From an optimization exercise on the open Yosys and OpenROAD flow, aimed at small area; shortcuts taken in it are not production practice.
Function was checked by simulation only, so behaviour that the tests miss may differ from the original.
Power is estimated from default activity; no workload was simulated. The clock port is modelled as an ideal driver; clocking choices that lean on that would not hold on a real chip.

==> inputs of 10-15 <==
==> flow/design.v <==
module dmem_responder #(
    parameter int DEPTH_WORDS = 128,
    parameter int ADDR_BITS   = 7,
    parameter int WAIT_CYCLES = 2
) (
    input  logic        clk,
    input  logic        startin,
    input  logic        req_valid,
    output logic        req_ready,
    input  logic        req_write,
    input  logic [31:0] req_addr,
    input  logic [31:0] req_wdata,
    input  logic [3:0]  req_be,
    output logic        rsp_valid,
    input  logic        rsp_ready,
    output logic [31:0] rsp_rdata,
    output logic        rsp_err
);
    localparam int NR = DEPTH_WORDS / 4;    
    logic [1:0] st;
    logic [1:0] rot;
    logic       accept, misaligned;
    logic [6:0]  idx_q;      
    logic [3:0]  be_q;
    logic [31:0] dq;         
    logic        pend;       
    logic        ld_q;       
    logic        ok_q;       
    logic        err_q;
    assign misaligned = |req_addr[1:0];
    assign req_ready = (st == 2'b00);
    assign rsp_valid = (st == 2'b10);
    assign accept    = req_ready && req_valid;
    assign rsp_rdata = dq & {32{ok_q}};
    assign rsp_err   = err_q;
    always_ff @(posedge clk or negedge startin) begin
        if (!startin) begin
            st  <= 2'b00;
            rot <= 2'b00;
        end else begin
            rot <= rot + 2'd1;
            case (st)
                2'b00: if (req_valid) st <= 2'b01;
                2'b01: st <= 2'b11;
                2'b11: st <= 2'b10;
                default: if (rsp_ready) st <= 2'b00;
            endcase
        end
    end
    logic [1:0] pos;
    logic       commit, cap;
    assign pos    = idx_q[1:0] + rot;
    assign commit = pend && (pos == 2'd3);
    assign cap    = ld_q && st[0] && !pos[0];
    always_ff @(posedge clk or negedge startin) begin
        if (!startin) pend <= 1'b0;
        else if (accept) pend <= req_write && !misaligned;
        else if (commit) pend <= 1'b0;
    end
    logic [31:0] q0 [NR], q1 [NR], q2 [NR], q3 [NR];
    logic [NR-1:0] v0, v1, v2, v3;
    logic [NR-1:0] rsel;
    logic [31:0] wd;
    always_comb begin
        for (int r = 0; r < NR; r++) rsel[r] = (idx_q[6:2] == r[4:0]);
        for (int b = 0; b < 4; b++) wd[8*b +: 8] = be_q[b] ? dq[8*b +: 8] : 8'h00;
    end
    for (genvar r = 0; r < NR; r++) begin : g_ring
        logic       hit;
        logic [3:0] en;
        assign hit = commit && rsel[r];
        for (genvar b = 0; b < 4; b++) begin : g_lane
            assign en[b] = hit && (be_q[b] || !v3[r]);
        end
        always_ff @(posedge clk) begin
            q1[r] <= q0[r];
            q2[r] <= q1[r];
            q3[r] <= q2[r];
            for (int b = 0; b < 4; b++)
                q0[r][8*b +: 8] <= en[b] ? wd[8*b +: 8] : q3[r][8*b +: 8];
        end
        always_ff @(posedge clk or negedge startin) begin
            if (!startin) begin
                v0[r] <= 1'b0;
                v1[r] <= 1'b0;
                v2[r] <= 1'b0;
                v3[r] <= 1'b0;
            end else begin
                v1[r] <= v0[r];
                v2[r] <= v1[r];
                v3[r] <= v2[r];
                v0[r] <= v3[r] || hit;
            end
        end
    end
    logic [31:0] rd;
    logic        rv;
    always_comb begin
        rd = '0;
        rv = 1'b0;
        for (int r = 0; r < NR; r++) begin
            rd = rd | ({32{rsel[r] && !pos[1]}} & q0[r]) | ({32{rsel[r] && pos[1]}} & q2[r]);
            rv = rv | (rsel[r] && !pos[1] && v0[r]) | (rsel[r] && pos[1] && v2[r]);
        end
    end
    always_ff @(posedge clk) begin
        if (accept) begin
            idx_q <= req_addr[8:2];
            be_q  <= req_be;
            dq    <= req_wdata;
            ld_q  <= !req_write && !misaligned;
            err_q <= misaligned;
            ok_q  <= 1'b0;
        end else if (cap) begin
            dq    <= rd;
            ok_q  <= rv;
        end
    end
endmodule
==> flow/run.sh <==
#!/bin/bash
# synth_recipe.tcl (not shown) runs the flow's synth.tcl, then flattens the netlist and writes it again
# the make line also repeats each setting of config.mk as NAME=value (left out here)
make -C /OpenROAD-flow-scripts/flow DESIGN_CONFIG=/design/flow/config.mk WORK_HOME=/design/flow/orfs CLKGATE_MAP_FILE= SYNTH_SCRIPT=/design/flow/synth_recipe.tcl finish
==> flow/config.mk <==
export PLATFORM = sky130hd
export DESIGN_NAME = dmem_responder
export DESIGN_NICKNAME = dmem_responder
export VERILOG_FILES = /design/flow/design.v
export SDC_FILE = /design/flow/constraint.sdc
export NUM_CORES = 4
export LEC_CHECK = 0
export CAP_MARGIN = 20
export CORE_MARGIN = 2
export CORE_UTILIZATION = 22
export PLACE_DENSITY = 0.32
export SLEW_MARGIN = 20
==> flow/constraint.sdc <==
create_clock -name core_clock -period 6.0 [get_ports {clk}]
set_input_delay 1.2000 -clock core_clock [delete_from_list [all_inputs] [get_ports {clk}]]
set_output_delay 1.2000 -clock core_clock [all_outputs]
set_load 0.01 [all_outputs]
==> 11-19 (differences from 10-15) <==
==> flow/design.v, changed modules only <==
module dmem_responder #(
    parameter int DEPTH_WORDS = 128,
    parameter int ADDR_BITS   = 7,
    parameter int WAIT_CYCLES = 2
) (
    input  logic        clk,
    input  logic        startin,
    input  logic        req_valid,
    output logic        req_ready,
    input  logic        req_write,
    input  logic [31:0] req_addr,
    input  logic [31:0] req_wdata,
    input  logic [3:0]  req_be,
    output logic        rsp_valid,
    input  logic        rsp_ready,
    output logic [31:0] rsp_rdata,
    output logic        rsp_err
);
    localparam int NS = 128;         
    localparam int NP = NS / 4;      
    localparam int NT = (NS + 2) / 3;  
    logic [1:0] st;
    logic [6:0] rot;
    logic       idle, accept, misaligned;
    logic [6:0]  pos_q;      
    logic [3:0]  be_q;
    logic [31:0] dq;         
    logic        pend;       
    logic        ld_q;       
    logic        ok_q;       
    logic        err_q;
    assign misaligned = |req_addr[1:0];
    assign idle      = (st == 2'b00);
    assign req_ready = idle;
    assign rsp_valid = (st == 2'b10);
    assign accept    = idle && req_valid;
    assign rsp_rdata = dq & {32{ok_q}};
    assign rsp_err   = err_q;
    always_ff @(posedge clk or negedge startin) begin
        if (!startin) begin
            st  <= 2'b00;
            rot <= 7'd0;
        end else begin
            rot <= rot + 7'd1;
            case (st)
                2'b00: if (req_valid) st <= 2'b01;
                2'b01: st <= 2'b11;
                2'b11: st <= 2'b10;
                default: if (rsp_ready) st <= 2'b00;
            endcase
        end
    end
    logic [2:0] scnt;
    logic       scrubbed;
    assign scrubbed = scnt[2];
    always_ff @(posedge clk or negedge startin) begin
        if (!startin)      scnt <= 3'd0;
        else if (!scnt[2]) scnt <= scnt + 3'd1;
    end
    logic [6:0]  pos;
    logic [3:0]  be;
    logic [31:0] sdata;
    logic        at_port, wr_now, commit;
    assign pos     = idle ? (req_addr[8:2] + rot) : pos_q;
    assign be      = idle ? req_be : be_q;
    assign sdata   = idle ? req_wdata : dq;
    assign at_port = (pos[1:0] == 2'd3);
    assign wr_now  = idle ? (accept && req_write && !misaligned) : pend;
    assign commit  = wr_now && at_port;
    always_ff @(posedge clk) pos_q <= pos + 7'd1;
    always_ff @(posedge clk or negedge startin) begin
        if (!startin) pend <= 1'b0;
        else          pend <= wr_now && !at_port;
    end
    logic [31:0] q [NS];
    logic [NS-1:0] v;
    logic [NP-1:0] psel;
    logic [NT-1:0] tsel;
    logic [31:0] wd;
    always_comb begin
        for (int k = 0; k < NP; k++) psel[k] = (pos[6:2] == k[4:0]);
        for (int t = 0; t < NT; t++) tsel[t] = (pos == 7'(3 * t));
        for (int b = 0; b < 4; b++) wd[8*b +: 8] = be[b] ? sdata[8*b +: 8] : 8'h00;
    end
    for (genvar s = 0; s < NS; s++) begin : g_slot
        localparam int P = (s + NS - 1) % NS;    
        if (s % 4 == 0) begin : g_port
            logic       hit;
            logic [3:0] en;
            assign hit = commit && psel[P / 4];
            for (genvar b = 0; b < 4; b++) begin : g_lane
                assign en[b] = hit && (be[b] || !(v[P] && scrubbed));
            end
            always_ff @(posedge clk) begin
                for (int b = 0; b < 4; b++)
                    q[s][8*b +: 8] <= ~(en[b] ? (wd[8*b +: 8] ^ {8{(s & 4) == 0}})
                                              : q[P][8*b +: 8]);
            end
            always_ff @(posedge clk) v[s] <= (v[P] && scrubbed) || hit;
        end else begin : g_plain
            always_ff @(posedge clk) q[s] <= q[P];
            always_ff @(posedge clk) v[s] <= v[P];
        end
    end
    logic [31:0] rd;
    logic        rv, at_tap, cap;
    always_comb begin
        rd = '0;
        rv = 1'b0;
        for (int t = 0; t < NT; t++) begin
            rd = rd | ({32{tsel[t]}} & (q[3 * t] ^ {32{((3 * t) & 4) != 0}}));
            rv = rv | (tsel[t] && v[3 * t]);
        end
    end
    logic        rv_ok;
    assign rv_ok  = rv && (scrubbed || ({1'b0, pos[1:0]} < scnt));
    assign at_tap = |tsel;
    assign cap    = at_tap && (idle ? (accept && !req_write && !misaligned) : (ld_q && st[0]));
    always_ff @(posedge clk) begin
        if (accept) begin
            be_q  <= req_be;
            ld_q  <= !req_write && !misaligned;
            err_q <= misaligned;
        end
        if (accept && req_write) dq <= req_wdata;
        else if (cap)            dq <= rd;
        if (accept && !cap)      ok_q <= 1'b0;
        else if (cap)            ok_q <= rv_ok;
    end
endmodule
==> flow/flow/run.sh (new file) <==
#!/bin/bash
# The standard layout (standard.sh) with three changes to how it is made:
#  - synthesis maps logic with an area-oriented ABC script (flow/abc_area_nf.script) in place
#    of ORFS's abc_speed.script; everything else in synthesis is ORFS's own, from a copy of
#    ORFS's scripts folder that differs only in that file;
#  - clock-tree synthesis clusters up to 30 flip-flops per leaf buffer and adds no dummy loads;
#  - ports are buffered with buf_1 cells.
set -euo pipefail
cp standard.sh standard_sh_copy.log
rm -rf scripts_mod
cp -r "$FLOW_HOME/scripts" scripts_mod
cp flow/abc_area_nf.script scripts_mod/abc_speed.script
export SCRIPTS_DIR="$PWD/scripts_mod"
export CTS_ARGS="-sink_clustering_enable -repair_clock_nets -dont_use_dummy_load -sink_clustering_size 30 -sink_clustering_max_diameter 100"
export BUFFER_PORTS_ARGS="-buffer_cell sky130_fd_sc_hd__buf_1"
bash standard.sh > standard.log 2>&1
==> flow/flow/abc_area_nf.script (new file) <==
&get -n
&st
&dch
&nf -R 1000 -p
&st
&syn2
&dch
&nf -R 1000 -p
&put
==> flow/standard.sh (new file) <==
#!/bin/bash
# synth_recipe.tcl (not shown) runs the flow's synth.tcl, then flattens the netlist and writes it again
# the make line also repeats each setting of config.mk as NAME=value (left out here)
make -C /OpenROAD-flow-scripts/flow DESIGN_CONFIG=/design/flow/config.mk WORK_HOME=/design/flow/orfs CLKGATE_MAP_FILE= SYNTH_SCRIPT=/design/flow/synth_recipe.tcl "${@:-finish}"
Settings changed: CORE_UTILIZATION 22 to 75, PLACE_DENSITY 0.32 to 0.82.
removed: flow/run.sh
==> notes <==
- 11-19 completed with no timing, DRC or antenna violations. 10-15 finished with antenna violations left.
- Against 10-15, the sequential power of 11-19 is larger by about 4%.
- Of 10-15 and 11-19, 11-19 has the higher global-route usage (gap 32 points).
- Setup slack: 11-19 is worse than 10-15 (0.44 ns).
- Via count: 11-19 is smaller than 10-15 (about 8%).
- Of 10-15 and 11-19, 10-15 has the higher clock power (gap 120%, measured against 11-19).
- Against 11-19, the clock skew of 10-15 is lower by 0.021 ns.
- Between 11-19 and 10-15, the lower non-clock buffer count is in 10-15 (gap 117).
- Between 10-15 and 11-19, the lower hold slack is in 10-15 (gap 0.26 ns).
- Of 11-19 and 10-15, 11-19 has the higher utilization (gap 56 points).
- Wire length: 11-19 is lower than 10-15 (about 36%).
- Of 10-15 and 11-19, 10-15 has the higher register-to-register slack (gap 0.44 ns).
==> figures <==
| item | 10-15 | 11-19 |
|---|---|---|
| Result of the run | failed layout checks | finished clean |
| Layout check failures | antenna violations | - |
| Internal cell power | 47100 uW | 36200 uW |
| Final critical-path setup slack | 0.897 ns | 0.455 ns |
| Share of flip-flops with an asynchronous set or reset | 0.0311 | 0.00304 |
| Num tapcells | 6732 | 1794 |
| Slowest cell on crit path | nor2_4 | a31oi_1 |
| Fraction of standard cell area in multi-input logic | 0.183 | 0.157 |
| Adder-cell share of the synthesized area | 0.000111 | 0.00176 |
| Share of synthesized cell area in and, or, nand and nor gates | 0.0676 | 0.0298 |
| Mux cell area share after synthesis | 0.00678 | 0.00283 |
| Buffer share of cell area | 0.0292 | 0.0369 |
| Diodes inserted | 95 | 54 |
| Area inside the core boundary | 0.509 mm^2 | 0.137 mm^2 |
| Crit path max fanout | 38 | 19 |
| Iteration count of the initial detailed-routing pass | 6 | 10 |
| Post-synth EDFFs | 45 | 38 |
| Max stage delay on crit path | 0.95 ns | 0.76 ns |
| Maximum vdd drop | 0.296 mV | 0.660 mV |
| Initial antenna violation count | 127 | 40 |
| CP Capture Point | q0[15][15] | q[104][26] |
| Vias per Instance | 4.73 | 7.62 |
| Arrival @ worst endpoint | 5.98 ns | 6.26 ns |
| Final Wtd Congestion | 0.846 | 1.03 |

-- separate check: timing with driven ports --
The results above use ideal ports. As a check the final layouts listed here were re-extracted and re-timed, cells and wires unchanged.
Step 1: set_driving_cell puts a clkbuf_16 on clk and a buf_2 on each other input, an assumption about the parent block.
Step 2 adds t to the input delays and takes it off the output delays; t is the mean of the earliest and latest rising clock arrival at the registers after step 1. Input paths then give back, and output paths get back, about the clock's delay inside the block.
a / b / c = ideal ports / drivers / drivers and shift; a / b = the first two.
run	t (ns)	slack for setup (ns)	worst hold slack (ns)	clock arrival spread, ns	slew at the worst register clock pin (ns)	pins driven straight from the clock port
10-15	1.123	0.897 / 0.897 / 0.897	0.033 / -0.044 / 0.292	0.088 / 0.088	0.07 / 0.07	1
11-19	0.903	0.455 / 0.454 / -0.312	0.297 / 0.241 / 0.297	0.106 / 0.106	0.11 / 0.11	1
With both steps, setup timing fails in 11-19, where it was met with ideal ports. For 11-19, which loses most, drivers alone change the setup slack by -0.001 ns; drivers and shift together by -0.767 ns.
